Background: an optimization exercise with open tools, aiming at small area, a short achievable clock period and few clock cycles per item. Do not read the settings as production practice.
RTL that was checked went through simulation tests only; none was proved equivalent to the original.
Function not checked in run 2: the RTL went through the layout flow alone.

## flow/design.v (module list and top-level ports; edited modules follow where they fit)
// module fp_log_mac: 923 lines
// module fp_log: 317 lines
module fp_log (
  input  logic        clk,
  input  logic        rst_n,
  input  logic        start,
  input  logic [31:0] x,
  output logic [31:0] result,
  output logic        done,
  output logic        busy
);
  // ...
==> flow/run.sh <==
#!/bin/bash
# synth_recipe.tcl (not shown) runs the flow's synth.tcl, then flattens the netlist and writes it again
# the make line also repeats each setting of config.mk as NAME=value (left out here)
make -C /OpenROAD-flow-scripts/flow DESIGN_CONFIG=/design/flow/config.mk WORK_HOME=/design/flow/orfs CLKGATE_MAP_FILE= SYNTH_SCRIPT=/design/flow/synth_recipe.tcl finish
==> flow/config.mk <==
export PLATFORM = sky130hd
export DESIGN_NAME = fp_log
export DESIGN_NICKNAME = fp_log
export VERILOG_FILES = /design/flow/design.v
export SDC_FILE = /design/flow/constraint.sdc
export NUM_CORES = 4
export LEC_CHECK = 0
export CAP_MARGIN = 20
export CORE_MARGIN = 2
export CORE_UTILIZATION = 40
export PLACE_DENSITY = 0.6
export SLEW_MARGIN = 20
==> flow/constraint.sdc <==
create_clock -name core_clock -period 14.5 [get_ports {clk}]
set_input_delay 2.9000 -clock core_clock [delete_from_list [all_inputs] [get_ports {clk}]]
set_output_delay 2.9000 -clock core_clock [all_outputs]
set_load 0.01 [all_outputs]
==> impl_metrics.toml, run 1 <==
[status]
outcome = "finished clean"

[worst_setup_path]
r2r_start = "tq[0]"
cpMostUsedCell = "ha_1"
crit_end = "result[13]"

[finish]
signal_buffers = 253
final_util = 0.4394
drive_gt1_frac = 0.09091
design_area_sq_um = 41810
final-clk-cell-share = 0.01275

[synth]
synth_compound_area_frac = 0.2321
netlist_instances = 4931

[hold_path]
hold_depth = 1
worstHoldEndpoint = "eevq[7]"

[timing]
max_freq_mhz = 71.58
slew_viol_final = 0
clock_skew_ns = 0.01729

[global_routing]
top_usage_layer = "met2"

[drt]
drtIter0Drc = 3617
dr.pass1.iters = 6
drc = 0

[cts]
clock_latency_ns = 0.46
clockRootBuffer = "clkbuf_16"
postCtsSetupBuffers = 1
clkTransAtPathRegs_ns = 0.07

[floorplanning]
rows = 113
start_util = 0.4040

[place]
dpl_cell_area_sq_um = 41000
Testbench counts, summed over its fixed seeds: cycles 64,008, items 16,000.
==> module fp_log, before the edit <==
module fp_log (
  input  logic        clk,
  input  logic        rst_n,
  input  logic        start,
  input  logic [31:0] x,
  output logic [31:0] result,
  output logic        done,
  output logic        busy
);
  localparam logic [49:0] MAC_K = 50'h3d55556000000;
  function automatic logic [23:0] recip_sig(input logic [3:0] i);
    case (i)
      4'd1:  recip_sig = 24'hf0f0f0;
      4'd2:  recip_sig = 24'he38e38;
      4'd3:  recip_sig = 24'hd79435;
      4'd4:  recip_sig = 24'hcccccc;
      4'd5:  recip_sig = 24'hc30c30;
      4'd6:  recip_sig = 24'hba2e8b;
      4'd7:  recip_sig = 24'hb21642;
      4'd8:  recip_sig = 24'haaaaaa;
      4'd9:  recip_sig = 24'ha3d70a;
      4'd10: recip_sig = 24'h9d89d8;
      4'd11: recip_sig = 24'h97b425;
      4'd12: recip_sig = 24'h924924;
      4'd13: recip_sig = 24'h8d3dcb;
      4'd14: recip_sig = 24'h888888;
      4'd15: recip_sig = 24'h842108;
      default: recip_sig = 24'h800000;
    endcase
  endfunction
  function automatic logic [49:0] recip_base(input logic [3:0] i);
    case (i)
      4'd1:  recip_base = 50'(64'(24'h880000) * 64'h f0f0f0) + MAC_K;
      4'd2:  recip_base = 50'(64'(24'h900000) * 64'h e38e38) + MAC_K;
      4'd3:  recip_base = 50'(64'(24'h980000) * 64'h d79435) + MAC_K;
      4'd4:  recip_base = 50'(64'(24'ha00000) * 64'h cccccc) + MAC_K;
      4'd5:  recip_base = 50'(64'(24'ha80000) * 64'h c30c30) + MAC_K;
      4'd6:  recip_base = 50'(64'(24'hb00000) * 64'h ba2e8b) + MAC_K;
      4'd7:  recip_base = 50'(64'(24'hb80000) * 64'h b21642) + MAC_K;
      4'd8:  recip_base = 50'(64'(24'hc00000) * 64'h aaaaaa) + MAC_K;
      4'd9:  recip_base = 50'(64'(24'hc80000) * 64'h a3d70a) + MAC_K;
      4'd10: recip_base = 50'(64'(24'hd00000) * 64'h 9d89d8) + MAC_K;
      4'd11: recip_base = 50'(64'(24'hd80000) * 64'h 97b425) + MAC_K;
      4'd12: recip_base = 50'(64'(24'he00000) * 64'h 924924) + MAC_K;
      4'd13: recip_base = 50'(64'(24'he80000) * 64'h 8d3dcb) + MAC_K;
      4'd14: recip_base = 50'(64'(24'hf00000) * 64'h 888888) + MAC_K;
      4'd15: recip_base = 50'(64'(24'hf80000) * 64'h 842108) + MAC_K;
      default: recip_base = (50'd1 << 47) + MAC_K;
    endcase
  endfunction
  function automatic logic [31:0] ln_tab(input logic [3:0] i);
    case (i)
      4'd1:  ln_tab = 32'h3d785186;
      4'd2:  ln_tab = 32'h3df1383d;
      4'd3:  ln_tab = 32'h3e2ff983;
      4'd4:  ln_tab = 32'h3e647fbe;
      4'd5:  ln_tab = 32'h3e8b3ae5;
      4'd6:  ln_tab = 32'h3ea30c5e;
      4'd7:  ln_tab = 32'h3eb9cebe;
      4'd8:  ln_tab = 32'h3ecf991f;
      4'd9:  ln_tab = 32'h3ee47fbe;
      4'd10: ln_tab = 32'h3ef8947b;
      4'd11: ln_tab = 32'h3f05f397;
      4'd12: ln_tab = 32'h3f0f42fa;
      4'd13: ln_tab = 32'h3f183eb9;
      4'd14: ln_tab = 32'h3f20ec7f;
      4'd15: ln_tab = 32'h3f295169;
      default: ln_tab = 32'h00000000;
    endcase
  endfunction
  function automatic logic [49:0] c3_add(input logic [3:0] i, input logic e6, input logic neg);
    case ({i, e6, neg})
      6'd0: c3_add = 50'h3d55556000000;
      6'd1: c3_add = 50'h3d55556000000;
      6'd2: c3_add = 50'h3d55556000000;
      6'd3: c3_add = 50'h3d55556000000;
      6'd4: c3_add = 50'h3e4da6e600000;
      6'd5: c3_add = 50'h3e4da6e61ffff;
      6'd6: c3_add = 50'h3dd17e2300000;
      6'd7: c3_add = 50'h3dd17e230ffff;
      6'd8: c3_add = 50'h3f37c5da00000;
      6'd9: c3_add = 50'h3f37c5da3ffff;
      6'd10: c3_add = 50'h3e468d9d00000;
      6'd11: c3_add = 50'h3e468d9d1ffff;
      6'd12: c3_add = 50'h00153b6c00000;
      6'd13: c3_add = 50'h00153b6c7ffff;
      6'd14: c3_add = 50'h3eb5486600000;
      6'd15: c3_add = 50'h3eb548663ffff;
      6'd16: c3_add = 50'h00e7545800000;
      6'd17: c3_add = 50'h00e754587ffff;
      6'd18: c3_add = 50'h3f1e54dc00000;
      6'd19: c3_add = 50'h3f1e54dc3ffff;
      6'd20: c3_add = 50'h01af2c8800000;
      6'd21: c3_add = 50'h01af2c88fffff;
      6'd22: c3_add = 50'h3f8240f400000;
      6'd23: c3_add = 50'h3f8240f47ffff;
      6'd24: c3_add = 50'h026db85000000;
      6'd25: c3_add = 50'h026db850fffff;
      6'd26: c3_add = 50'h3fe186d800000;
      6'd27: c3_add = 50'h3fe186d87ffff;
      6'd28: c3_add = 50'h0323cb5000000;
      6'd29: c3_add = 50'h0323cb50fffff;
      6'd30: c3_add = 50'h003c905800000;
      6'd31: c3_add = 50'h003c90587ffff;
      6'd32: c3_add = 50'h03d21e5800000;
      6'd33: c3_add = 50'h03d21e58fffff;
      6'd34: c3_add = 50'h0093b9dc00000;
      6'd35: c3_add = 50'h0093b9dc7ffff;
      6'd36: c3_add = 50'h0479535000000;
      6'd37: c3_add = 50'h04795350fffff;
      6'd38: c3_add = 50'h00e7545800000;
      6'd39: c3_add = 50'h00e754587ffff;
      6'd40: c3_add = 50'h0519f93800000;
      6'd41: c3_add = 50'h0519f938fffff;
      6'd42: c3_add = 50'h0137a74c00000;
      6'd43: c3_add = 50'h0137a74c7ffff;
      6'd44: c3_add = 50'h05b48ed000000;
      6'd45: c3_add = 50'h05b48ed1fffff;
      6'd46: c3_add = 50'h0184f21800000;
      6'd47: c3_add = 50'h0184f218fffff;
      6'd48: c3_add = 50'h0649850000000;
      6'd49: c3_add = 50'h06498501fffff;
      6'd50: c3_add = 50'h01cf6d3000000;
      6'd51: c3_add = 50'h01cf6d30fffff;
      6'd52: c3_add = 50'h06d940f000000;
      6'd53: c3_add = 50'h06d940f1fffff;
      6'd54: c3_add = 50'h02174b2800000;
      6'd55: c3_add = 50'h02174b28fffff;
      6'd56: c3_add = 50'h07641d5000000;
      6'd57: c3_add = 50'h07641d51fffff;
      6'd58: c3_add = 50'h025cb95800000;
      6'd59: c3_add = 50'h025cb958fffff;
      6'd60: c3_add = 50'h07ea6bf000000;
      6'd61: c3_add = 50'h07ea6bf1fffff;
      6'd62: c3_add = 50'h029fe0a800000;
      default: c3_add = 50'h029fe0a8fffff;
    endcase
  endfunction
  logic [1:0]  ph;        
  logic        spec_q;    
  logic [1:0]  spc_q;     
  logic [3:0]  iq;        
  logic signed [20:0] tq;   
  logic [31:0] evq;       
  logic [18:0] stq;       
  logic [4:0]  lzq;       
  logic [23:0] acc;       
  logic        ef;        
  logic [33:0] rq;        
  logic [2:0]  shq;       
  logic [5:0]  tshq;      
  logic [7:0]  eevq;      
  logic        sgnq;      
  logic        subq;      
  logic [7:0]  ex;
  logic [3:0]  ix;
  logic        special;
  assign ex = x[30:23];
  assign ix = x[22:19];
  assign special = (ex == 8'd0) || x[31] || (ex == 8'hff);
  logic [31:0] ev;
  always_comb begin
    logic [6:0] mag;
    logic [2:0] pos;
    logic [6:0] msig;
    logic [30:0] q;
    mag = (ex >= 8'd127) ? 7'(ex - 8'd127) : 7'(8'd127 - ex);
    pos = '0;
    for (int k = 0; k < 7; k++) begin
      if (mag[k]) pos = k[2:0];
    end
    msig = mag << (3'd6 - pos);
    q = msig * 24'hb17218;
    if (mag == '0)  ev = '0;
    else if (q[30]) ev = {ex < 8'd127, 8'(8'd127 + pos), q[29:7]};
    else            ev = {ex < 8'd127, 8'(8'd126 + pos), q[28:6]};
  end
  logic [23:0] mx;
  logic [21:0] my;
  logic [49:0] mc;
  logic [49:0] mq;
  logic [23:0] a2;
  logic [21:0] tneg;
  logic [49:0] cadd;
  assign a2   = 24'haaaaab + 24'((-tq) >>> 1);   
  assign tneg = 22'(-tq);
  assign cadd = (tq > 0) ? (50'd1 << 49) + 50'h7fffff + MAC_K : (50'd1 << 49) + MAC_K;
  always_comb begin
    case (ph)
      2'd0: begin   
        mx = recip_sig(ix);
        my = (ix == 4'd0) ? {2'b00, x[18:0], 1'b0} : {3'b000, x[18:0]};
        mc = recip_base(ix);
      end
      2'd1: begin   
        mx = a2;
        my = {tneg[20:0], 1'b0};
        mc = cadd;
      end
      2'd2: begin   
        mx = acc[23:0];
        my = tq[20] ? {tneg[20:0], 1'b0} : tneg;
        mc = cadd;
      end
      default: begin   
        mx = acc[23:0];
        my = (iq == 4'd0) ? {3'b000, stq} : 22'(tq);
        mc = c3_add(iq, ef, tq[20]);
      end
    endcase
  end
  fp_log_mac i_mac (.x(mx), .y(my), .c(mc), .q(mq));
  logic signed [20:0] tn;
  assign tn = mq[47] ? {1'b0, mq[42:24], 1'b0} : {1'b1, mq[42:23]};
  logic [19:0] ua;
  logic [19:0] un;
  logic [4:0]  lz;
  always_comb begin
    ua = tq[20] ? 20'(-tq) : 20'(tq);
    lz = '0;
    for (int k = 0; k < 20; k++) begin
      if (ua[k]) lz = 5'(19 - k);
    end
    un = ua << lz;
  end
  logic [26:0] sm;
  assign sm = mq[49:23];
  logic [2:0] sh3;
  logic [7:0] el8;
  logic [7:0] eevp;
  logic       s8;
  logic       ev0;
  always_comb begin
    logic [31:0] lnv;
    logic [7:0] el;
    lnv  = ln_tab(iq);
    el   = lnv[30:23];
    ev0  = (evq[30:23] == 8'd0);
    s8   = (iq == 4'd0) & tq[20];
    sh3  = (iq == 4'd0) ? 3'd0 : 3'(el - 8'd120 - 8'(ef));   
    el8  = (iq == 4'd0) ? 8'd121 + 8'(ef) - 8'(lzq) : el;
    eevp = ev0 ? el8 + 8'd1 : evq[30:23];
  end
  logic [31:0] fin;
  always_comb begin
    logic        l27;
    logic [3:0]  cut;
    logic [33:0] rm;
    logic [26:0] sbf;
    logic [27:0] sum;
    logic [4:0]  lead;
    logic [27:0] norm;
    logic signed [9:0] ez;
    l27 = rq[6'd27 + 6'(shq)];
    cut = 4'd3 + 4'(shq) + 4'(l27);
    rm  = rq & ~((34'd1 << cut) - 34'd1);
    sbf = 27'(rm >> tshq);
    if (subq) sum = {1'b0, evq[30:23] != 8'd0, evq[22:0], 3'b000} - {1'b0, sbf};
    else      sum = {1'b0, evq[30:23] != 8'd0, evq[22:0], 3'b000} + {1'b0, sbf};
    lead = '0;
    for (int k = 0; k < 28; k++) begin
      if (sum[k]) lead = k[4:0];
    end
    norm = sum << (5'd27 - lead);
    ez   = $signed({2'b00, eevq}) + $signed({5'b00000, lead}) - 10'sd26;
    if (sum == '0 || ez <= 0) fin = '0;
    else                      fin = {sgnq, ez[7:0], norm[26:4]};
  end
  assign result = spec_q ? {spc_q[1], 8'hff, spc_q[0], 22'd0} : fin;
  always_ff @(posedge clk or negedge rst_n) begin
    if (!rst_n) begin
      busy <= 1'b0;
      done <= 1'b0;
      ph   <= 2'd0;
    end else begin
      done <= 1'b0;
      if (!busy) begin
        if (start) begin
          if (special) done <= 1'b1;
          else begin
            busy <= 1'b1;
            ph   <= 2'd1;
          end
        end
      end else begin
        ph <= ph + 2'd1;
        if (ph == 2'd3) begin
          busy <= 1'b0;
          done <= 1'b1;
        end
      end
    end
  end
  always_ff @(posedge clk) begin
    if (!busy) begin
      spec_q <= special;
      spc_q  <= {ex == 8'd0, ex != 8'd0 && (x[31] || x[22:0] != '0)};
      iq     <= ix;
      tq     <= tn;
      evq    <= ev;
    end
    stq <= un[19:1];
    lzq <= lz;
    if (ph == 2'd1 || ph == 2'd2) begin
      acc <= sm[26] ? sm[26:3] : sm[25:2];
      ef  <= sm[26];
    end
    if (ph == 2'd3) begin
      rq   <= mq[48:15];
      shq  <= sh3;
      tshq <= 6'(sh3) + (ev0 ? 6'd1 : 6'(evq[30:23] - el8));
      eevq <= eevp;
      sgnq <= ev0 ? s8 : evq[31];
      subq <= ~ev0 & (evq[31] ^ s8);
    end
  end
endmodule
==> run 2, diff against run 1 <==
--- a/flow/design.v
+++ b/flow/design.v
@@ -17,24 +17,28 @@
     EXP_REQ,
     EXP_WAIT,
     EXP_HOLD
   } exp_state_e;
 endpackage
 module fp_log_mac (
   input  logic [23:0] x,
   input  logic [21:0] y,
+  input  logic          sub,
   input  logic [49:0] c,
   output logic [49:0] q
 );
-  wire op0 = ~y[1] & (y[0] ^ 1'b0);
-  wire on0 = y[1] & (y[0] ^ 1'b0);
-  wire tp0 = ~y[1] & y[0] & 1'b0;
-  wire tn0 = y[1] & ~y[0] & ~1'b0;
-  wire neg0 = y[1] & ~(y[0] & 1'b0);
+  wire one0 = y[0] ^ 1'b0;
+  wire two0 = ~(y[0] ^ 1'b0) & (y[1] ^ y[0]);
+  wire sg0 = y[1] ^ sub;
+  wire op0 = one0 & ~sg0;
+  wire on0 = one0 & sg0;
+  wire tp0 = two0 & ~sg0;
+  wire tn0 = two0 & sg0;
+  wire neg0 = (one0 | two0) & sg0;
   wire p0_0 = (op0 & x[0]) | (on0 & ~x[0]) | tn0;
   wire p0_1 = (op0 & x[1]) | (on0 & ~x[1]) | (tp0 & x[0]) | (tn0 & ~x[0]);
   wire p0_2 = (op0 & x[2]) | (on0 & ~x[2]) | (tp0 & x[1]) | (tn0 & ~x[1]);
   wire p0_3 = (op0 & x[3]) | (on0 & ~x[3]) | (tp0 & x[2]) | (tn0 & ~x[2]);
   wire p0_4 = (op0 & x[4]) | (on0 & ~x[4]) | (tp0 & x[3]) | (tn0 & ~x[3]);
   wire p0_5 = (op0 & x[5]) | (on0 & ~x[5]) | (tp0 & x[4]) | (tn0 & ~x[4]);
   wire p0_6 = (op0 & x[6]) | (on0 & ~x[6]) | (tp0 & x[5]) | (tn0 & ~x[5]);
   wire p0_7 = (op0 & x[7]) | (on0 & ~x[7]) | (tp0 & x[6]) | (tn0 & ~x[6]);
@@ -51,21 +55,24 @@
   wire p0_18 = (op0 & x[18]) | (on0 & ~x[18]) | (tp0 & x[17]) | (tn0 & ~x[17]);
   wire p0_19 = (op0 & x[19]) | (on0 & ~x[19]) | (tp0 & x[18]) | (tn0 & ~x[18]);
   wire p0_20 = (op0 & x[20]) | (on0 & ~x[20]) | (tp0 & x[19]) | (tn0 & ~x[19]);
   wire p0_21 = (op0 & x[21]) | (on0 & ~x[21]) | (tp0 & x[20]) | (tn0 & ~x[20]);
   wire p0_22 = (op0 & x[22]) | (on0 & ~x[22]) | (tp0 & x[21]) | (tn0 & ~x[21]);
   wire p0_23 = (op0 & x[23]) | (on0 & ~x[23]) | (tp0 & x[22]) | (tn0 & ~x[22]);
   wire p0_24 = on0 | (tp0 & x[23]) | (tn0 & ~x[23]);
   wire p0_25 = ~neg0;
-  wire op1 = ~y[3] & (y[2] ^ y[1]);
-  wire on1 = y[3] & (y[2] ^ y[1]);
-  wire tp1 = ~y[3] & y[2] & y[1];
-  wire tn1 = y[3] & ~y[2] & ~y[1];
-  wire neg1 = y[3] & ~(y[2] & y[1]);
+  wire one1 = y[2] ^ y[1];
+  wire two1 = ~(y[2] ^ y[1]) & (y[3] ^ y[2]);
+  wire sg1 = y[3] ^ sub;
+  wire op1 = one1 & ~sg1;
+  wire on1 = one1 & sg1;
+  wire tp1 = two1 & ~sg1;
+  wire tn1 = two1 & sg1;
+  wire neg1 = (one1 | two1) & sg1;
   wire p1_0 = (op1 & x[0]) | (on1 & ~x[0]) | tn1;
   wire p1_1 = (op1 & x[1]) | (on1 & ~x[1]) | (tp1 & x[0]) | (tn1 & ~x[0]);
   wire p1_2 = (op1 & x[2]) | (on1 & ~x[2]) | (tp1 & x[1]) | (tn1 & ~x[1]);
   wire p1_3 = (op1 & x[3]) | (on1 & ~x[3]) | (tp1 & x[2]) | (tn1 & ~x[2]);
   wire p1_4 = (op1 & x[4]) | (on1 & ~x[4]) | (tp1 & x[3]) | (tn1 & ~x[3]);
   wire p1_5 = (op1 & x[5]) | (on1 & ~x[5]) | (tp1 & x[4]) | (tn1 & ~x[4]);
   wire p1_6 = (op1 & x[6]) | (on1 & ~x[6]) | (tp1 & x[5]) | (tn1 & ~x[5]);
   wire p1_7 = (op1 & x[7]) | (on1 & ~x[7]) | (tp1 & x[6]) | (tn1 & ~x[6]);
@@ -82,21 +89,24 @@
   wire p1_18 = (op1 & x[18]) | (on1 & ~x[18]) | (tp1 & x[17]) | (tn1 & ~x[17]);
   wire p1_19 = (op1 & x[19]) | (on1 & ~x[19]) | (tp1 & x[18]) | (tn1 & ~x[18]);
   wire p1_20 = (op1 & x[20]) | (on1 & ~x[20]) | (tp1 & x[19]) | (tn1 & ~x[19]);
   wire p1_21 = (op1 & x[21]) | (on1 & ~x[21]) | (tp1 & x[20]) | (tn1 & ~x[20]);
   wire p1_22 = (op1 & x[22]) | (on1 & ~x[22]) | (tp1 & x[21]) | (tn1 & ~x[21]);
   wire p1_23 = (op1 & x[23]) | (on1 & ~x[23]) | (tp1 & x[22]) | (tn1 & ~x[22]);
   wire p1_24 = on1 | (tp1 & x[23]) | (tn1 & ~x[23]);
   wire p1_25 = ~neg1;
-  wire op2 = ~y[5] & (y[4] ^ y[3]);
-  wire on2 = y[5] & (y[4] ^ y[3]);
-  wire tp2 = ~y[5] & y[4] & y[3];
-  wire tn2 = y[5] & ~y[4] & ~y[3];
-  wire neg2 = y[5] & ~(y[4] & y[3]);
+  wire one2 = y[4] ^ y[3];
+  wire two2 = ~(y[4] ^ y[3]) & (y[5] ^ y[4]);
+  wire sg2 = y[5] ^ sub;
+  wire op2 = one2 & ~sg2;
+  wire on2 = one2 & sg2;
+  wire tp2 = two2 & ~sg2;
+  wire tn2 = two2 & sg2;
+  wire neg2 = (one2 | two2) & sg2;
   wire p2_0 = (op2 & x[0]) | (on2 & ~x[0]) | tn2;
   wire p2_1 = (op2 & x[1]) | (on2 & ~x[1]) | (tp2 & x[0]) | (tn2 & ~x[0]);
   wire p2_2 = (op2 & x[2]) | (on2 & ~x[2]) | (tp2 & x[1]) | (tn2 & ~x[1]);
   wire p2_3 = (op2 & x[3]) | (on2 & ~x[3]) | (tp2 & x[2]) | (tn2 & ~x[2]);
   wire p2_4 = (op2 & x[4]) | (on2 & ~x[4]) | (tp2 & x[3]) | (tn2 & ~x[3]);
   wire p2_5 = (op2 & x[5]) | (on2 & ~x[5]) | (tp2 & x[4]) | (tn2 & ~x[4]);
   wire p2_6 = (op2 & x[6]) | (on2 & ~x[6]) | (tp2 & x[5]) | (tn2 & ~x[5]);
   wire p2_7 = (op2 & x[7]) | (on2 & ~x[7]) | (tp2 & x[6]) | (tn2 & ~x[6]);
@@ -113,21 +123,24 @@
   wire p2_18 = (op2 & x[18]) | (on2 & ~x[18]) | (tp2 & x[17]) | (tn2 & ~x[17]);
   wire p2_19 = (op2 & x[19]) | (on2 & ~x[19]) | (tp2 & x[18]) | (tn2 & ~x[18]);
   wire p2_20 = (op2 & x[20]) | (on2 & ~x[20]) | (tp2 & x[19]) | (tn2 & ~x[19]);
   wire p2_21 = (op2 & x[21]) | (on2 & ~x[21]) | (tp2 & x[20]) | (tn2 & ~x[20]);
   wire p2_22 = (op2 & x[22]) | (on2 & ~x[22]) | (tp2 & x[21]) | (tn2 & ~x[21]);
   wire p2_23 = (op2 & x[23]) | (on2 & ~x[23]) | (tp2 & x[22]) | (tn2 & ~x[22]);
   wire p2_24 = on2 | (tp2 & x[23]) | (tn2 & ~x[23]);
   wire p2_25 = ~neg2;
-  wire op3 = ~y[7] & (y[6] ^ y[5]);
-  wire on3 = y[7] & (y[6] ^ y[5]);
-  wire tp3 = ~y[7] & y[6] & y[5];
-  wire tn3 = y[7] & ~y[6] & ~y[5];
-  wire neg3 = y[7] & ~(y[6] & y[5]);
+  wire one3 = y[6] ^ y[5];
+  wire two3 = ~(y[6] ^ y[5]) & (y[7] ^ y[6]);
+  wire sg3 = y[7] ^ sub;
+  wire op3 = one3 & ~sg3;
+  wire on3 = one3 & sg3;
+  wire tp3 = two3 & ~sg3;
+  wire tn3 = two3 & sg3;
+  wire neg3 = (one3 | two3) & sg3;
   wire p3_0 = (op3 & x[0]) | (on3 & ~x[0]) | tn3;
   wire p3_1 = (op3 & x[1]) | (on3 & ~x[1]) | (tp3 & x[0]) | (tn3 & ~x[0]);
   wire p3_2 = (op3 & x[2]) | (on3 & ~x[2]) | (tp3 & x[1]) | (tn3 & ~x[1]);
   wire p3_3 = (op3 & x[3]) | (on3 & ~x[3]) | (tp3 & x[2]) | (tn3 & ~x[2]);
   wire p3_4 = (op3 & x[4]) | (on3 & ~x[4]) | (tp3 & x[3]) | (tn3 & ~x[3]);
   wire p3_5 = (op3 & x[5]) | (on3 & ~x[5]) | (tp3 & x[4]) | (tn3 & ~x[4]);
   wire p3_6 = (op3 & x[6]) | (on3 & ~x[6]) | (tp3 & x[5]) | (tn3 & ~x[5]);
   wire p3_7 = (op3 & x[7]) | (on3 & ~x[7]) | (tp3 & x[6]) | (tn3 & ~x[6]);
@@ -144,21 +157,24 @@
   wire p3_18 = (op3 & x[18]) | (on3 & ~x[18]) | (tp3 & x[17]) | (tn3 & ~x[17]);
   wire p3_19 = (op3 & x[19]) | (on3 & ~x[19]) | (tp3 & x[18]) | (tn3 & ~x[18]);
   wire p3_20 = (op3 & x[20]) | (on3 & ~x[20]) | (tp3 & x[19]) | (tn3 & ~x[19]);
   wire p3_21 = (op3 & x[21]) | (on3 & ~x[21]) | (tp3 & x[20]) | (tn3 & ~x[20]);
   wire p3_22 = (op3 & x[22]) | (on3 & ~x[22]) | (tp3 & x[21]) | (tn3 & ~x[21]);
   wire p3_23 = (op3 & x[23]) | (on3 & ~x[23]) | (tp3 & x[22]) | (tn3 & ~x[22]);
   wire p3_24 = on3 | (tp3 & x[23]) | (tn3 & ~x[23]);
   wire p3_25 = ~neg3;
-  wire op4 = ~y[9] & (y[8] ^ y[7]);
-  wire on4 = y[9] & (y[8] ^ y[7]);
-  wire tp4 = ~y[9] & y[8] & y[7];
-  wire tn4 = y[9] & ~y[8] & ~y[7];
-  wire neg4 = y[9] & ~(y[8] & y[7]);
+  wire one4 = y[8] ^ y[7];
+  wire two4 = ~(y[8] ^ y[7]) & (y[9] ^ y[8]);
+  wire sg4 = y[9] ^ sub;
+  wire op4 = one4 & ~sg4;
+  wire on4 = one4 & sg4;
+  wire tp4 = two4 & ~sg4;
+  wire tn4 = two4 & sg4;
+  wire neg4 = (one4 | two4) & sg4;
   wire p4_0 = (op4 & x[0]) | (on4 & ~x[0]) | tn4;
   wire p4_1 = (op4 & x[1]) | (on4 & ~x[1]) | (tp4 & x[0]) | (tn4 & ~x[0]);
   wire p4_2 = (op4 & x[2]) | (on4 & ~x[2]) | (tp4 & x[1]) | (tn4 & ~x[1]);
   wire p4_3 = (op4 & x[3]) | (on4 & ~x[3]) | (tp4 & x[2]) | (tn4 & ~x[2]);
   wire p4_4 = (op4 & x[4]) | (on4 & ~x[4]) | (tp4 & x[3]) | (tn4 & ~x[3]);
   wire p4_5 = (op4 & x[5]) | (on4 & ~x[5]) | (tp4 & x[4]) | (tn4 & ~x[4]);
   wire p4_6 = (op4 & x[6]) | (on4 & ~x[6]) | (tp4 & x[5]) | (tn4 & ~x[5]);
   wire p4_7 = (op4 & x[7]) | (on4 & ~x[7]) | (tp4 & x[6]) | (tn4 & ~x[6]);
@@ -175,21 +191,24 @@
   wire p4_18 = (op4 & x[18]) | (on4 & ~x[18]) | (tp4 & x[17]) | (tn4 & ~x[17]);
   wire p4_19 = (op4 & x[19]) | (on4 & ~x[19]) | (tp4 & x[18]) | (tn4 & ~x[18]);
   wire p4_20 = (op4 & x[20]) | (on4 & ~x[20]) | (tp4 & x[19]) | (tn4 & ~x[19]);
   wire p4_21 = (op4 & x[21]) | (on4 & ~x[21]) | (tp4 & x[20]) | (tn4 & ~x[20]);
   wire p4_22 = (op4 & x[22]) | (on4 & ~x[22]) | (tp4 & x[21]) | (tn4 & ~x[21]);
   wire p4_23 = (op4 & x[23]) | (on4 & ~x[23]) | (tp4 & x[22]) | (tn4 & ~x[22]);
   wire p4_24 = on4 | (tp4 & x[23]) | (tn4 & ~x[23]);
   wire p4_25 = ~neg4;
-  wire op5 = ~y[11] & (y[10] ^ y[9]);
-  wire on5 = y[11] & (y[10] ^ y[9]);
-  wire tp5 = ~y[11] & y[10] & y[9];
-  wire tn5 = y[11] & ~y[10] & ~y[9];
-  wire neg5 = y[11] & ~(y[10] & y[9]);
+  wire one5 = y[10] ^ y[9];
+  wire two5 = ~(y[10] ^ y[9]) & (y[11] ^ y[10]);
+  wire sg5 = y[11] ^ sub;
+  wire op5 = one5 & ~sg5;
+  wire on5 = one5 & sg5;
+  wire tp5 = two5 & ~sg5;
+  wire tn5 = two5 & sg5;
+  wire neg5 = (one5 | two5) & sg5;
   wire p5_0 = (op5 & x[0]) | (on5 & ~x[0]) | tn5;
   wire p5_1 = (op5 & x[1]) | (on5 & ~x[1]) | (tp5 & x[0]) | (tn5 & ~x[0]);
   wire p5_2 = (op5 & x[2]) | (on5 & ~x[2]) | (tp5 & x[1]) | (tn5 & ~x[1]);
   wire p5_3 = (op5 & x[3]) | (on5 & ~x[3]) | (tp5 & x[2]) | (tn5 & ~x[2]);
   wire p5_4 = (op5 & x[4]) | (on5 & ~x[4]) | (tp5 & x[3]) | (tn5 & ~x[3]);
   wire p5_5 = (op5 & x[5]) | (on5 & ~x[5]) | (tp5 & x[4]) | (tn5 & ~x[4]);
   wire p5_6 = (op5 & x[6]) | (on5 & ~x[6]) | (tp5 & x[5]) | (tn5 & ~x[5]);
   wire p5_7 = (op5 & x[7]) | (on5 & ~x[7]) | (tp5 & x[6]) | (tn5 & ~x[6]);
@@ -206,21 +225,24 @@
   wire p5_18 = (op5 & x[18]) | (on5 & ~x[18]) | (tp5 & x[17]) | (tn5 & ~x[17]);
   wire p5_19 = (op5 & x[19]) | (on5 & ~x[19]) | (tp5 & x[18]) | (tn5 & ~x[18]);
   wire p5_20 = (op5 & x[20]) | (on5 & ~x[20]) | (tp5 & x[19]) | (tn5 & ~x[19]);
   wire p5_21 = (op5 & x[21]) | (on5 & ~x[21]) | (tp5 & x[20]) | (tn5 & ~x[20]);
   wire p5_22 = (op5 & x[22]) | (on5 & ~x[22]) | (tp5 & x[21]) | (tn5 & ~x[21]);
   wire p5_23 = (op5 & x[23]) | (on5 & ~x[23]) | (tp5 & x[22]) | (tn5 & ~x[22]);
   wire p5_24 = on5 | (tp5 & x[23]) | (tn5 & ~x[23]);
   wire p5_25 = ~neg5;
-  wire op6 = ~y[13] & (y[12] ^ y[11]);
-  wire on6 = y[13] & (y[12] ^ y[11]);
-  wire tp6 = ~y[13] & y[12] & y[11];
-  wire tn6 = y[13] & ~y[12] & ~y[11];
-  wire neg6 = y[13] & ~(y[12] & y[11]);
+  wire one6 = y[12] ^ y[11];
+  wire two6 = ~(y[12] ^ y[11]) & (y[13] ^ y[12]);
+  wire sg6 = y[13] ^ sub;
+  wire op6 = one6 & ~sg6;
+  wire on6 = one6 & sg6;
+  wire tp6 = two6 & ~sg6;
+  wire tn6 = two6 & sg6;
+  wire neg6 = (one6 | two6) & sg6;
   wire p6_0 = (op6 & x[0]) | (on6 & ~x[0]) | tn6;
   wire p6_1 = (op6 & x[1]) | (on6 & ~x[1]) | (tp6 & x[0]) | (tn6 & ~x[0]);
   wire p6_2 = (op6 & x[2]) | (on6 & ~x[2]) | (tp6 & x[1]) | (tn6 & ~x[1]);
   wire p6_3 = (op6 & x[3]) | (on6 & ~x[3]) | (tp6 & x[2]) | (tn6 & ~x[2]);
   wire p6_4 = (op6 & x[4]) | (on6 & ~x[4]) | (tp6 & x[3]) | (tn6 & ~x[3]);
   wire p6_5 = (op6 & x[5]) | (on6 & ~x[5]) | (tp6 & x[4]) | (tn6 & ~x[4]);
   wire p6_6 = (op6 & x[6]) | (on6 & ~x[6]) | (tp6 & x[5]) | (tn6 & ~x[5]);
   wire p6_7 = (op6 & x[7]) | (on6 & ~x[7]) | (tp6 & x[6]) | (tn6 & ~x[6]);
@@ -237,21 +259,24 @@
   wire p6_18 = (op6 & x[18]) | (on6 & ~x[18]) | (tp6 & x[17]) | (tn6 & ~x[17]);
   wire p6_19 = (op6 & x[19]) | (on6 & ~x[19]) | (tp6 & x[18]) | (tn6 & ~x[18]);
   wire p6_20 = (op6 & x[20]) | (on6 & ~x[20]) | (tp6 & x[19]) | (tn6 & ~x[19]);
   wire p6_21 = (op6 & x[21]) | (on6 & ~x[21]) | (tp6 & x[20]) | (tn6 & ~x[20]);
   wire p6_22 = (op6 & x[22]) | (on6 & ~x[22]) | (tp6 & x[21]) | (tn6 & ~x[21]);
   wire p6_23 = (op6 & x[23]) | (on6 & ~x[23]) | (tp6 & x[22]) | (tn6 & ~x[22]);
   wire p6_24 = on6 | (tp6 & x[23]) | (tn6 & ~x[23]);
   wire p6_25 = ~neg6;
-  wire op7 = ~y[15] & (y[14] ^ y[13]);
-  wire on7 = y[15] & (y[14] ^ y[13]);
-  wire tp7 = ~y[15] & y[14] & y[13];
-  wire tn7 = y[15] & ~y[14] & ~y[13];
-  wire neg7 = y[15] & ~(y[14] & y[13]);
+  wire one7 = y[14] ^ y[13];
+  wire two7 = ~(y[14] ^ y[13]) & (y[15] ^ y[14]);
+  wire sg7 = y[15] ^ sub;
+  wire op7 = one7 & ~sg7;
+  wire on7 = one7 & sg7;
+  wire tp7 = two7 & ~sg7;
+  wire tn7 = two7 & sg7;
+  wire neg7 = (one7 | two7) & sg7;
   wire p7_0 = (op7 & x[0]) | (on7 & ~x[0]) | tn7;
   wire p7_1 = (op7 & x[1]) | (on7 & ~x[1]) | (tp7 & x[0]) | (tn7 & ~x[0]);
   wire p7_2 = (op7 & x[2]) | (on7 & ~x[2]) | (tp7 & x[1]) | (tn7 & ~x[1]);
   wire p7_3 = (op7 & x[3]) | (on7 & ~x[3]) | (tp7 & x[2]) | (tn7 & ~x[2]);
   wire p7_4 = (op7 & x[4]) | (on7 & ~x[4]) | (tp7 & x[3]) | (tn7 & ~x[3]);
   wire p7_5 = (op7 & x[5]) | (on7 & ~x[5]) | (tp7 & x[4]) | (tn7 & ~x[4]);
   wire p7_6 = (op7 & x[6]) | (on7 & ~x[6]) | (tp7 & x[5]) | (tn7 & ~x[5]);
   wire p7_7 = (op7 & x[7]) | (on7 & ~x[7]) | (tp7 & x[6]) | (tn7 & ~x[6]);
@@ -268,21 +293,24 @@
   wire p7_18 = (op7 & x[18]) | (on7 & ~x[18]) | (tp7 & x[17]) | (tn7 & ~x[17]);
   wire p7_19 = (op7 & x[19]) | (on7 & ~x[19]) | (tp7 & x[18]) | (tn7 & ~x[18]);
   wire p7_20 = (op7 & x[20]) | (on7 & ~x[20]) | (tp7 & x[19]) | (tn7 & ~x[19]);
   wire p7_21 = (op7 & x[21]) | (on7 & ~x[21]) | (tp7 & x[20]) | (tn7 & ~x[20]);
   wire p7_22 = (op7 & x[22]) | (on7 & ~x[22]) | (tp7 & x[21]) | (tn7 & ~x[21]);
   wire p7_23 = (op7 & x[23]) | (on7 & ~x[23]) | (tp7 & x[22]) | (tn7 & ~x[22]);
   wire p7_24 = on7 | (tp7 & x[23]) | (tn7 & ~x[23]);
   wire p7_25 = ~neg7;
-  wire op8 = ~y[17] & (y[16] ^ y[15]);
-  wire on8 = y[17] & (y[16] ^ y[15]);
-  wire tp8 = ~y[17] & y[16] & y[15];
-  wire tn8 = y[17] & ~y[16] & ~y[15];
-  wire neg8 = y[17] & ~(y[16] & y[15]);
+  wire one8 = y[16] ^ y[15];
+  wire two8 = ~(y[16] ^ y[15]) & (y[17] ^ y[16]);
+  wire sg8 = y[17] ^ sub;
+  wire op8 = one8 & ~sg8;
+  wire on8 = one8 & sg8;
+  wire tp8 = two8 & ~sg8;
+  wire tn8 = two8 & sg8;
+  wire neg8 = (one8 | two8) & sg8;
   wire p8_0 = (op8 & x[0]) | (on8 & ~x[0]) | tn8;
   wire p8_1 = (op8 & x[1]) | (on8 & ~x[1]) | (tp8 & x[0]) | (tn8 & ~x[0]);
   wire p8_2 = (op8 & x[2]) | (on8 & ~x[2]) | (tp8 & x[1]) | (tn8 & ~x[1]);
   wire p8_3 = (op8 & x[3]) | (on8 & ~x[3]) | (tp8 & x[2]) | (tn8 & ~x[2]);
   wire p8_4 = (op8 & x[4]) | (on8 & ~x[4]) | (tp8 & x[3]) | (tn8 & ~x[3]);
   wire p8_5 = (op8 & x[5]) | (on8 & ~x[5]) | (tp8 & x[4]) | (tn8 & ~x[4]);
   wire p8_6 = (op8 & x[6]) | (on8 & ~x[6]) | (tp8 & x[5]) | (tn8 & ~x[5]);
   wire p8_7 = (op8 & x[7]) | (on8 & ~x[7]) | (tp8 & x[6]) | (tn8 & ~x[6]);
@@ -299,21 +327,24 @@
   wire p8_18 = (op8 & x[18]) | (on8 & ~x[18]) | (tp8 & x[17]) | (tn8 & ~x[17]);
   wire p8_19 = (op8 & x[19]) | (on8 & ~x[19]) | (tp8 & x[18]) | (tn8 & ~x[18]);
   wire p8_20 = (op8 & x[20]) | (on8 & ~x[20]) | (tp8 & x[19]) | (tn8 & ~x[19]);
   wire p8_21 = (op8 & x[21]) | (on8 & ~x[21]) | (tp8 & x[20]) | (tn8 & ~x[20]);
   wire p8_22 = (op8 & x[22]) | (on8 & ~x[22]) | (tp8 & x[21]) | (tn8 & ~x[21]);
   wire p8_23 = (op8 & x[23]) | (on8 & ~x[23]) | (tp8 & x[22]) | (tn8 & ~x[22]);
   wire p8_24 = on8 | (tp8 & x[23]) | (tn8 & ~x[23]);
   wire p8_25 = ~neg8;
-  wire op9 = ~y[19] & (y[18] ^ y[17]);
-  wire on9 = y[19] & (y[18] ^ y[17]);
-  wire tp9 = ~y[19] & y[18] & y[17];
-  wire tn9 = y[19] & ~y[18] & ~y[17];
-  wire neg9 = y[19] & ~(y[18] & y[17]);
+  wire one9 = y[18] ^ y[17];
+  wire two9 = ~(y[18] ^ y[17]) & (y[19] ^ y[18]);
+  wire sg9 = y[19] ^ sub;
+  wire op9 = one9 & ~sg9;
+  wire on9 = one9 & sg9;
+  wire tp9 = two9 & ~sg9;
+  wire tn9 = two9 & sg9;
+  wire neg9 = (one9 | two9) & sg9;
   wire p9_0 = (op9 & x[0]) | (on9 & ~x[0]) | tn9;
   wire p9_1 = (op9 & x[1]) | (on9 & ~x[1]) | (tp9 & x[0]) | (tn9 & ~x[0]);
   wire p9_2 = (op9 & x[2]) | (on9 & ~x[2]) | (tp9 & x[1]) | (tn9 & ~x[1]);
   wire p9_3 = (op9 & x[3]) | (on9 & ~x[3]) | (tp9 & x[2]) | (tn9 & ~x[2]);
   wire p9_4 = (op9 & x[4]) | (on9 & ~x[4]) | (tp9 & x[3]) | (tn9 & ~x[3]);
   wire p9_5 = (op9 & x[5]) | (on9 & ~x[5]) | (tp9 & x[4]) | (tn9 & ~x[4]);
   wire p9_6 = (op9 & x[6]) | (on9 & ~x[6]) | (tp9 & x[5]) | (tn9 & ~x[5]);
   wire p9_7 = (op9 & x[7]) | (on9 & ~x[7]) | (tp9 & x[6]) | (tn9 & ~x[6]);
@@ -330,21 +361,24 @@
   wire p9_18 = (op9 & x[18]) | (on9 & ~x[18]) | (tp9 & x[17]) | (tn9 & ~x[17]);
   wire p9_19 = (op9 & x[19]) | (on9 & ~x[19]) | (tp9 & x[18]) | (tn9 & ~x[18]);
   wire p9_20 = (op9 & x[20]) | (on9 & ~x[20]) | (tp9 & x[19]) | (tn9 & ~x[19]);
   wire p9_21 = (op9 & x[21]) | (on9 & ~x[21]) | (tp9 & x[20]) | (tn9 & ~x[20]);
   wire p9_22 = (op9 & x[22]) | (on9 & ~x[22]) | (tp9 & x[21]) | (tn9 & ~x[21]);
   wire p9_23 = (op9 & x[23]) | (on9 & ~x[23]) | (tp9 & x[22]) | (tn9 & ~x[22]);
   wire p9_24 = on9 | (tp9 & x[23]) | (tn9 & ~x[23]);
   wire p9_25 = ~neg9;
-  wire op10 = ~y[21] & (y[20] ^ y[19]);
-  wire on10 = y[21] & (y[20] ^ y[19]);
-  wire tp10 = ~y[21] & y[20] & y[19];
-  wire tn10 = y[21] & ~y[20] & ~y[19];
-  wire neg10 = y[21] & ~(y[20] & y[19]);
+  wire one10 = y[20] ^ y[19];
+  wire two10 = ~(y[20] ^ y[19]) & (y[21] ^ y[20]);
+  wire sg10 = y[21] ^ sub;
+  wire op10 = one10 & ~sg10;
+  wire on10 = one10 & sg10;
+  wire tp10 = two10 & ~sg10;
+  wire tn10 = two10 & sg10;
+  wire neg10 = (one10 | two10) & sg10;
   wire p10_0 = (op10 & x[0]) | (on10 & ~x[0]) | tn10;
   wire p10_1 = (op10 & x[1]) | (on10 & ~x[1]) | (tp10 & x[0]) | (tn10 & ~x[0]);
   wire p10_2 = (op10 & x[2]) | (on10 & ~x[2]) | (tp10 & x[1]) | (tn10 & ~x[1]);
   wire p10_3 = (op10 & x[3]) | (on10 & ~x[3]) | (tp10 & x[2]) | (tn10 & ~x[2]);
   wire p10_4 = (op10 & x[4]) | (on10 & ~x[4]) | (tp10 & x[3]) | (tn10 & ~x[3]);
   wire p10_5 = (op10 & x[5]) | (on10 & ~x[5]) | (tp10 & x[4]) | (tn10 & ~x[4]);
   wire p10_6 = (op10 & x[6]) | (on10 & ~x[6]) | (tp10 & x[5]) | (tn10 & ~x[5]);
   wire p10_7 = (op10 & x[7]) | (on10 & ~x[7]) | (tp10 & x[6]) | (tn10 & ~x[6]);
@@ -937,16 +971,84 @@
   wire w569 = w480 ^ p10_24 ^ c[44];
   wire w570 = (w480 & p10_24) | (w480 & c[44]) | (p10_24 & c[44]);
   wire w571 = p10_25 ^ c[45];
   wire w572 = p10_25 & c[45];
   wire [49:0] r0 = {c[49], c[48], c[47], w572, w570, w568, w566, w564, w562, w560, w558, w556, w554, w552, w550, w548, w546, w544, w542, w540, w538, w536, w534, w532, w530, w528, w526, w524, w522, w520, w518, w516, w514, w512, w510, w508, w506, w504, w502, w500, w498, w496, w494, w492, w490, w488, w486, w484, w482, w481};
   wire [49:0] r1 = {1'b0, 1'b0, 1'b0, c[46], w571, w569, w567, w565, w563, w561, w559, w557, w555, w553, w551, w549, w547, w545, w543, w541, w539, w537, w535, w533, w531, w529, w527, w525, w523, w521, w519, w517, w515, w513, w511, w509, w507, w505, w503, w501, w499, w497, w495, w493, w491, w489, w487, w485, w483, c[0]};
   assign q = r0 + r1;
 endmodule
+module fp_log_evmul (
+  input  logic [5:0]  m,
+  output logic [30:0] q
+);
+  wire e1 = m[0] ^ m[1];
+  wire e2 = m[0] & m[1];
+  wire e3 = m[1] ^ m[2] ^ m[3];
+  wire e4 = (m[1] & m[2]) | (m[1] & m[3]) | (m[2] & m[3]);
+  wire e5 = m[0] ^ m[2] ^ m[3];
+  wire e6 = (m[0] & m[2]) | (m[0] & m[3]) | (m[2] & m[3]);
+  wire e7 = m[1] ^ m[3] ^ m[4];
+  wire e8 = (m[1] & m[3]) | (m[1] & m[4]) | (m[3] & m[4]);
+  wire e9 = m[2] ^ m[4] ^ m[5];
+  wire e10 = (m[2] & m[4]) | (m[2] & m[5]) | (m[4] & m[5]);
+  wire e11 = m[3] ^ m[5];
+  wire e12 = m[3] & m[5];
+  wire e13 = m[0] ^ m[4];
+  wire e14 = m[0] & m[4];
+  wire e15 = m[0] ^ m[1];
+  wire e16 = m[0] & m[1];
+  wire e17 = m[1] ^ m[2];
+  wire e18 = m[1] & m[2];
+  wire e19 = m[0] ^ m[2];
+  wire e20 = m[0] & m[2];
+  wire e21 = m[1] ^ m[3];
+  wire e22 = m[1] & m[3];
+  wire e23 = m[2] ^ m[4];
+  wire e24 = m[2] & m[4];
+  wire e25 = m[3] ^ m[5];
+  wire e26 = m[3] & m[5];
+  wire e27 = m[0] ^ m[5];
+  wire e28 = m[0] & m[5];
+  wire e29 = m[1] ^ 1'b1;
+  wire e30 = m[1] & 1'b1;
+  wire e31 = m[0] ^ m[1];
+  wire e32 = m[0] & m[1];
+  wire e33 = e1 ^ m[2] ^ m[5];
+  wire e34 = (e1 & m[2]) | (e1 & m[5]) | (m[2] & m[5]);
+  wire e35 = e2 ^ e3 ^ 1'b1;
+  wire e36 = (e2 & e3) | (e2 & 1'b1) | (e3 & 1'b1);
+  wire e37 = e4 ^ e5 ^ m[4];
+  wire e38 = (e4 & e5) | (e4 & m[4]) | (e5 & m[4]);
+  wire e39 = e6 ^ e7 ^ m[5];
+  wire e40 = (e6 & e7) | (e6 & m[5]) | (e7 & m[5]);
+  wire e41 = e8 ^ e9 ^ 1'b1;
+  wire e42 = (e8 & e9) | (e8 & 1'b1) | (e9 & 1'b1);
+  wire e43 = e10 ^ e11 ^ 1'b1;
+  wire e44 = (e10 & e11) | (e10 & 1'b1) | (e11 & 1'b1);
+  wire e45 = e12 ^ e13 ^ 1'b1;
+  wire e46 = (e12 & e13) | (e12 & 1'b1) | (e13 & 1'b1);
+  wire e47 = e14 ^ e15 ^ m[5];
+  wire e48 = (e14 & e15) | (e14 & m[5]) | (e15 & m[5]);
+  wire e49 = e16 ^ e17 ^ 1'b1;
+  wire e50 = (e16 & e17) | (e16 & 1'b1) | (e17 & 1'b1);
+  wire e51 = e18 ^ e19 ^ m[3];
+  wire e52 = (e18 & e19) | (e18 & m[3]) | (e19 & m[3]);
+  wire e53 = e20 ^ e21 ^ m[4];
+  wire e54 = (e20 & e21) | (e20 & m[4]) | (e21 & m[4]);
+  wire e55 = e22 ^ e23 ^ m[5];
+  wire e56 = (e22 & e23) | (e22 & m[5]) | (e23 & m[5]);
+  wire e57 = e24 ^ e25 ^ 1'b1;
+  wire e58 = (e24 & e25) | (e24 & 1'b1) | (e25 & 1'b1);
+  wire e59 = e26 ^ m[4] ^ 1'b1;
+  wire e60 = (e26 & m[4]) | (e26 & 1'b1) | (m[4] & 1'b1);
+  wire [30:0] r0 = {1'b0, 1'b1, e60, e58, e56, e54, e52, e50, e48, e46, e44, e42, e40, e38, e36, e34, e32, e31, m[0], e30, e28, e27, m[4], m[3], m[2], m[1], m[0], m[0], 1'b0, 1'b0, 1'b0};
+  wire [30:0] r1 = {1'b0, 1'b0, m[5], e59, e57, e55, e53, e51, e49, e47, e45, e43, e41, e39, e37, e35, e33, m[4], m[3], m[2], e29, 1'b1, m[5], m[4], m[3], m[2], m[1], 1'b0, 1'b0, 1'b0, 1'b0};
+  assign q = r0 + r1;
+endmodule
 `timescale 1ns/10ps
 module fp_log (
   input  logic        clk,
   input  logic        rst_n,
   input  logic        start,
   input  logic [31:0] x,
   output logic [31:0] result,
   output logic        done,
@@ -1076,186 +1178,212 @@
       6'd58: c3_add = 50'h025cb95800000;
       6'd59: c3_add = 50'h025cb958fffff;
       6'd60: c3_add = 50'h07ea6bf000000;
       6'd61: c3_add = 50'h07ea6bf1fffff;
       6'd62: c3_add = 50'h029fe0a800000;
       default: c3_add = 50'h029fe0a8fffff;
     endcase
   endfunction
-  logic [1:0]  ph;        
+  logic [2:0]  ph;        
+  logic        nop;       
+  logic        nrm;       
   logic        spec_q;    
   logic [1:0]  spc_q;     
   logic [3:0]  iq;        
   logic signed [20:0] tq;   
   logic [31:0] evq;       
   logic [18:0] stq;       
   logic [4:0]  lzq;       
-  logic [23:0] acc;       
   logic        ef;        
+  logic [23:0] xr;        
+  logic [21:0] yr;
+  logic        subr;
   logic [33:0] rq;        
   logic [2:0]  shq;       
   logic [5:0]  tshq;      
   logic [7:0]  eevq;      
   logic        sgnq;      
   logic        subq;      
   logic [7:0]  ex;
   logic [3:0]  ix;
   logic        special;
   assign ex = x[30:23];
   assign ix = x[22:19];
   assign special = (ex == 8'd0) || x[31] || (ex == 8'hff);
   logic [31:0] ev;
+  logic [6:0]  evs;
+  logic [30:0] evm;
+  fp_log_evmul i_evmul (.m(evs[5:0]), .q(evm));
   always_comb begin
     logic [6:0] mag;
     logic [2:0] pos;
     logic [6:0] msig;
     logic [30:0] q;
     mag = (ex >= 8'd127) ? 7'(ex - 8'd127) : 7'(8'd127 - ex);
     pos = '0;
     for (int k = 0; k < 7; k++) begin
       if (mag[k]) pos = k[2:0];
     end
     msig = mag << (3'd6 - pos);
-    q = msig * 24'hb17218;
+    evs = msig;
+    q = evm;
     if (mag == '0)  ev = '0;
     else if (q[30]) ev = {ex < 8'd127, 8'(8'd127 + pos), q[29:7]};
     else            ev = {ex < 8'd127, 8'(8'd126 + pos), q[28:6]};
   end
-  logic [23:0] mx;
-  logic [21:0] my;
   logic [49:0] mc;
   logic [49:0] mq;
-  logic [23:0] a2;
-  logic [21:0] tneg;
-  logic [49:0] cadd;
-  assign a2   = 24'haaaaab + 24'((-tq) >>> 1);   
-  assign tneg = 22'(-tq);
-  assign cadd = (tq > 0) ? (50'd1 << 49) + 50'h7fffff + MAC_K : (50'd1 << 49) + MAC_K;
   always_comb begin
     case (ph)
-      2'd0: begin   
-        mx = recip_sig(ix);
-        my = (ix == 4'd0) ? {2'b00, x[18:0], 1'b0} : {3'b000, x[18:0]};
-        mc = recip_base(ix);
-      end
-      2'd1: begin   
-        mx = a2;
-        my = {tneg[20:0], 1'b0};
-        mc = cadd;
-      end
-      2'd2: begin   
-        mx = acc[23:0];
-        my = tq[20] ? {tneg[20:0], 1'b0} : tneg;
-        mc = cadd;
-      end
-      default: begin   
-        mx = acc[23:0];
-        my = (iq == 4'd0) ? {3'b000, stq} : 22'(tq);
-        mc = c3_add(iq, ef, tq[20]);
-      end
+      3'd1:    mc = recip_base(iq);                   
+      3'd2,
+      3'd3:    mc = (tq > 0) ? (50'd1 << 49) + 50'h7fffff + MAC_K   
+                             : (50'd1 << 49) + MAC_K;
+      default: mc = c3_add(iq, ef, tq[20]);           
     endcase
   end
-  fp_log_mac i_mac (.x(mx), .y(my), .c(mc), .q(mq));
+  fp_log_mac i_mac (.x(xr), .y(yr), .sub(subr), .c(mc), .q(mq));
   logic signed [20:0] tn;
+  logic [23:0] a2;
   assign tn = mq[47] ? {1'b0, mq[42:24], 1'b0} : {1'b1, mq[42:23]};
+  assign a2 = 24'haaaaab + 24'((-tn) >>> 1);
   logic [19:0] ua;
   logic [19:0] un;
   logic [4:0]  lz;
   always_comb begin
     ua = tq[20] ? 20'(-tq) : 20'(tq);
     lz = '0;
     for (int k = 0; k < 20; k++) begin
       if (ua[k]) lz = 5'(19 - k);
     end
     un = ua << lz;
   end
   logic [26:0] sm;
+  logic [23:0] sg;
   assign sm = mq[49:23];
+  assign sg = sm[26] ? sm[26:3] : sm[25:2];
   logic [2:0] sh3;
   logic [7:0] el8;
   logic [7:0] eevp;
   logic       s8;
   logic       ev0;
   always_comb begin
     logic [31:0] lnv;
     logic [7:0] el;
     lnv  = ln_tab(iq);
     el   = lnv[30:23];
     ev0  = (evq[30:23] == 8'd0);
     s8   = (iq == 4'd0) & tq[20];
     sh3  = (iq == 4'd0) ? 3'd0 : 3'(el - 8'd120 - 8'(ef));   
     el8  = (iq == 4'd0) ? 8'd121 + 8'(ef) - 8'(lzq) : el;
     eevp = ev0 ? el8 + 8'd1 : evq[30:23];
   end
-  logic [31:0] fin;
+  logic [27:0] sum;
+  logic [31:0] far;
   always_comb begin
     logic        l27;
     logic [3:0]  cut;
     logic [33:0] rm;
     logic [26:0] sbf;
-    logic [27:0] sum;
-    logic [4:0]  lead;
-    logic [27:0] norm;
-    logic signed [9:0] ez;
     l27 = rq[6'd27 + 6'(shq)];
     cut = 4'd3 + 4'(shq) + 4'(l27);
     rm  = rq & ~((34'd1 << cut) - 34'd1);
     sbf = 27'(rm >> tshq);
     if (subq) sum = {1'b0, evq[30:23] != 8'd0, evq[22:0], 3'b000} - {1'b0, sbf};
     else      sum = {1'b0, evq[30:23] != 8'd0, evq[22:0], 3'b000} + {1'b0, sbf};
+    if (sum == '0)   far = '0;
+    else if (sum[27]) far = {sgnq, eevq + 8'd1, sum[26:4]};
+    else if (sum[26]) far = {sgnq, eevq, sum[25:3]};
+    else              far = {sgnq, eevq - 8'd1, sum[24:2]};
+  end
+  logic [31:0] nfin;
+  always_comb begin
+    logic [27:0] ns;
+    logic [4:0]  lead;
+    logic [27:0] norm;
+    logic signed [9:0] ez;
+    ns = rq[27:0];
     lead = '0;
     for (int k = 0; k < 28; k++) begin
-      if (sum[k]) lead = k[4:0];
+      if (ns[k]) lead = k[4:0];
     end
-    norm = sum << (5'd27 - lead);
+    norm = ns << (5'd27 - lead);
     ez   = $signed({2'b00, eevq}) + $signed({5'b00000, lead}) - 10'sd26;
-    if (sum == '0 || ez <= 0) fin = '0;
-    else                      fin = {sgnq, ez[7:0], norm[26:4]};
+    if (ns == '0 || ez <= 0) nfin = '0;
+    else                     nfin = {sgnq, ez[7:0], norm[26:4]};
   end
+  logic [31:0] fin;
+  assign fin = nrm ? nfin : far;
   assign result = spec_q ? {spc_q[1], 8'hff, spc_q[0], 22'd0} : fin;
   always_ff @(posedge clk or negedge rst_n) begin
     if (!rst_n) begin
       busy <= 1'b0;
       done <= 1'b0;
-      ph   <= 2'd0;
+      ph   <= 3'd0;
     end else begin
       done <= 1'b0;
       if (!busy) begin
         if (start) begin
           if (special) done <= 1'b1;
           else begin
             busy <= 1'b1;
-            ph   <= 2'd1;
+            ph   <= 3'd1;
           end
         end
       end else begin
-        ph <= ph + 2'd1;
-        if (ph == 2'd3) begin
+        ph <= ph + 3'd1;
+        if ((ph == 3'd4 && !nop) || ph == 3'd5) begin
+          ph   <= 3'd0;
           busy <= 1'b0;
           done <= 1'b1;
         end
       end
     end
   end
   always_ff @(posedge clk) begin
     if (!busy) begin
       spec_q <= special;
       spc_q  <= {ex == 8'd0, ex != 8'd0 && (x[31] || x[22:0] != '0)};
       iq     <= ix;
-      tq     <= tn;
       evq    <= ev;
+      nop    <= (ex == 8'd126);
     end
+    if (ph == 3'd1) tq <= tn;
+    if (ph == 3'd3) ef <= sm[26];
     stq <= un[19:1];
     lzq <= lz;
-    if (ph == 2'd1 || ph == 2'd2) begin
-      acc <= sm[26] ? sm[26:3] : sm[25:2];
-      ef  <= sm[26];
+    case (ph)
+      3'd0: begin   
+        xr   <= recip_sig(ix);
+        yr   <= (ix == 4'd0) ? {2'b00, x[18:0], 1'b0} : {3'b000, x[18:0]};
+        subr <= 1'b0;
+      end
+      3'd1: begin   
+        xr   <= a2;
+        yr   <= {tn, 1'b0};
+        subr <= 1'b1;
+      end
+      3'd2: begin   
+        xr   <= sg;
+        yr   <= tq[20] ? {tq, 1'b0} : 22'(tq);
+        subr <= 1'b1;
+      end
+      default: begin   
+        xr   <= sg;
+        yr   <= (iq == 4'd0) ? {3'b000, stq} : 22'(tq);
+        subr <= 1'b0;
+      end
+    endcase
+    if (ph == 3'd5) begin
+      rq  <= {6'd0, sum};
+      nrm <= 1'b1;
     end
-    if (ph == 2'd3) begin
+    if (ph == 3'd4) begin
+      nrm  <= 1'b0;
       rq   <= mq[48:15];
       shq  <= sh3;
       tshq <= 6'(sh3) + (ev0 ? 6'd1 : 6'(evq[30:23] - el8));
       eevq <= eevp;
       sgnq <= ev0 ? s8 : evq[31];
       subq <= ~ev0 & (evq[31] ^ s8);
     end
   end
==> run 2 against run 1 <==
Net effect:
- still clean on timing, DRC and antenna
- clock skew rose by 0.0088 ns
- non-clock buffer count fell by 36
- sequential share of layout area rose by 0.57 points
- via count rose by 8.6%
- critical path type unchanged
- largest cell class unchanged
==> impl_metrics.toml, run 2 <==
[worst_setup_path]
crit_path_max_fanout = 21
critical_path_class = "flip-flop to primary output"
arrival_ns = 10.74
r2r_start = "subr"
slowest_delay_ns = 0.56
end_kind = "primary output"
start_kind = "flip-flop"
rr_endpoint = "xr[16]"
r2r_setup_slack_ns = 2.70
critPathRequiredTime_ns = 11.60
slowest_stage = "a2111oi_1"
reg2regPathDepth = 33
cpMostUsedCell = "o21ai_0"

[floorplanning]
die_x_microns = 321.8
die_y_microns = 321.8
rows = 116
die-area_sq_um = 103600
core_area_sq_um = 100100
start_util = 0.4035
pin_count = 69

[timing]
period_share = 0.9408
final.setup.tns_ns = 0
setup_viol = 0
rsz0062_at_grt = "false"
fin_crit_ns = 13.64
slew_viol_final = 0
slew_headroom = 0.2485
hold_violations = 0
whs_ns = 0.5621
worst_pin_slew_ns = 1.113
fin_ws_ns = 0.8586
max_freq_mhz = 73.31
clock_skew_ns = 0.02604

[synth]
synth_cell_type_count = 106
synth_fa_ha_area_frac = 0.2051
synth-simple-area-share = 0.1768
synth.most_common_cell = "nor2_1"
synthTopCellsByCount = "nor2_1, inv_1, nand2_1, clkbuf_1, a21oi_1"
synth_seq_cells = 201
synth-edff-count = 113
synth_nets = 5804
ys_top_cells_by_area = "fa_1, edfxtp_1, ha_1, nor2_1, xnor2_1"
yosysSeqAreaShare = 0.1282
synth_xor_area_frac = 0.1008
syn_area_sq_um = 40410
ys.flop_type = "edfxtp_1"
netlist_instances = 5268
muxShareOfSynthArea = 0.05942
async_reset_ff_frac = 0.02488
yosysWarnings = 1
post_synth.cell_area_avg_sq_um = 7.670
yosys.area.top_type = "fa_1"
synth_compound_area_frac = 0.2454
synth_top_cell_area_share = 0.1293
synth_top_family_by_area = "compound AO/OA/AOI/OAI gates"

[drt]
vias = 39680
drc = 0
dr.pass1.iters = 6
wire_per_inst_microns = 24.50
ant_nets = 0
wl_mm = 157.1
drtIter0Drc = 4628
via_per_inst = 6.187

[finish]
final_util = 0.4348
largest_registers = "rq: 34 flops, evq: 30 flops, xr: 24 flops"
layout_common_cells = "nor2_1, inv_1, nand2_1"
design_area_sq_um = 43540
n_antenna_cell = 0
largest_reg_flops = 34
final_nets = 5633
syn2layout_area_growth_pct = 7.757
fin_cells = 6413
final_common_cell = "nor2_1"
drive_gt1_frac = 0.06921
top_register = "rq"

[cts]
clockBufferDepth = 3
clock_latency_ns = 0.58
clkTransAtPathRegs_ns = 0.06
cts_tree = "yes"
postCtsHoldBufs = 0
numCtsBuffers = 25
cts_sinks = 201
cts-htree-levels = 1
clockRootBuffer = "clkbuf_16"

[hold_path]
hold_path_class = "flip-flop to flip-flop"
hold_depth = 1
min_from = "ph[1]"
worstHoldEndpoint = "ph[1]"

[place]
dp_cells = 6368
gp_congestion = 0.9891
post-place-ws_ns = 0.8482
dpl_cell_area_sq_um = 42710
port_buffers = 68
place.detailed.hpwl_mm = 118.9

[run]
max-cap-violations = 0

[global_routing]
grt_overflow_total = 0
antenna_found_initial = 2
grt_pass1_vias = 37260
grt_pass1_wl_mm = 236.1
grt_max_degree = 67
grt_use_total = 0.2960

[status]
outcome = "finished clean"
run 2: final cells by class:
class | count | area (sq um)
flip-flops and latches | 201 | 5187
clock inverters | 13 | 142.6
well taps | 1298 | 1624
multi-input cells | 4162 | 32290
fillers | 10260 | 56610
repair buffers | 217 | 1799
clock buffers | 32 | 661.9
inverters | 490 | 1839
run 2: how the worst max path moves through the flow:
stage,to,slack (ns),cells after the start,startpoint
finish,result[12],0.86,38,rq[27]
CTS,result[12],0.18,34,rq[27]
global route,result[29],0.20,38,rq[27]
global placement,result[12],1.03,35,rq[27]
floorplan,result[12],2.66,38,shq[2]
detailed placement,result[12],0.85,34,rq[27]
run 2: kinds of logic after synthesis:
family	Yosys count
AND/OR/NAND/NOR	1574
AO/OA/AOI/OAI	1394
buffers and inverters	905
adder cells (fa/ha/maj)	507
XOR/XNOR	461
multiplexers	226
flip-flops	201
run 2: repair_timing:
action | CTS | global route
setup endpoints to repair | 0 | 32
setup buffers | 0 | 0
gates resized for setup | 0 | 9
run 2: critical path, delay by kind of cell (launching register included):
family	cells	cell delay, ns
buffers and inverters	4	1.09
adder cells (fa/ha/maj)	4	1.29
flip-flops	1	0.54
AO/OA/AOI/OAI	16	4.36
XOR/XNOR	1	0.23
AND/OR/NAND/NOR	11	1.95
multiplexers	2	0.68
run 2: routing by layer:
layer  part of all wire  up-vias  GRT usage
li1                   -    18190          -
met1               0.42    19270     0.4017
met2               0.45     1871     0.4762
met3              0.076      347    0.03314
met4              0.048        0     0.1250
met5                  0        -          0

==> separate check: timing with driven ports <==
In the flow no input, the clock included, has a driving cell. The finished layouts below were timed again as built, in two steps. Step 1: set_driving_cell puts a clkbuf_16 on clk and a buf_2 on each other input, an assumption about the parent block. Step 2 adds t to the input delays and takes it off the output delays; t is the mean of the earliest and latest rising clock arrival at the registers after step 1. Input paths then give back, and output paths get back, about the clock's delay inside the block. Slacks: ideal / step 1 / step 2; pairs: ideal / step 1.
run | shift t [ns] | setup slack, ns | slew at the worst register clock pin (ns)
run 1 | 0.518 | 0.530 / 0.463 / 0.736 | 0.08 / 0.08
run 2 | 0.623 | 0.859 / 0.804 / 1.427 | 0.08 / 0.08
After both steps setup and hold are still met in every run listed.
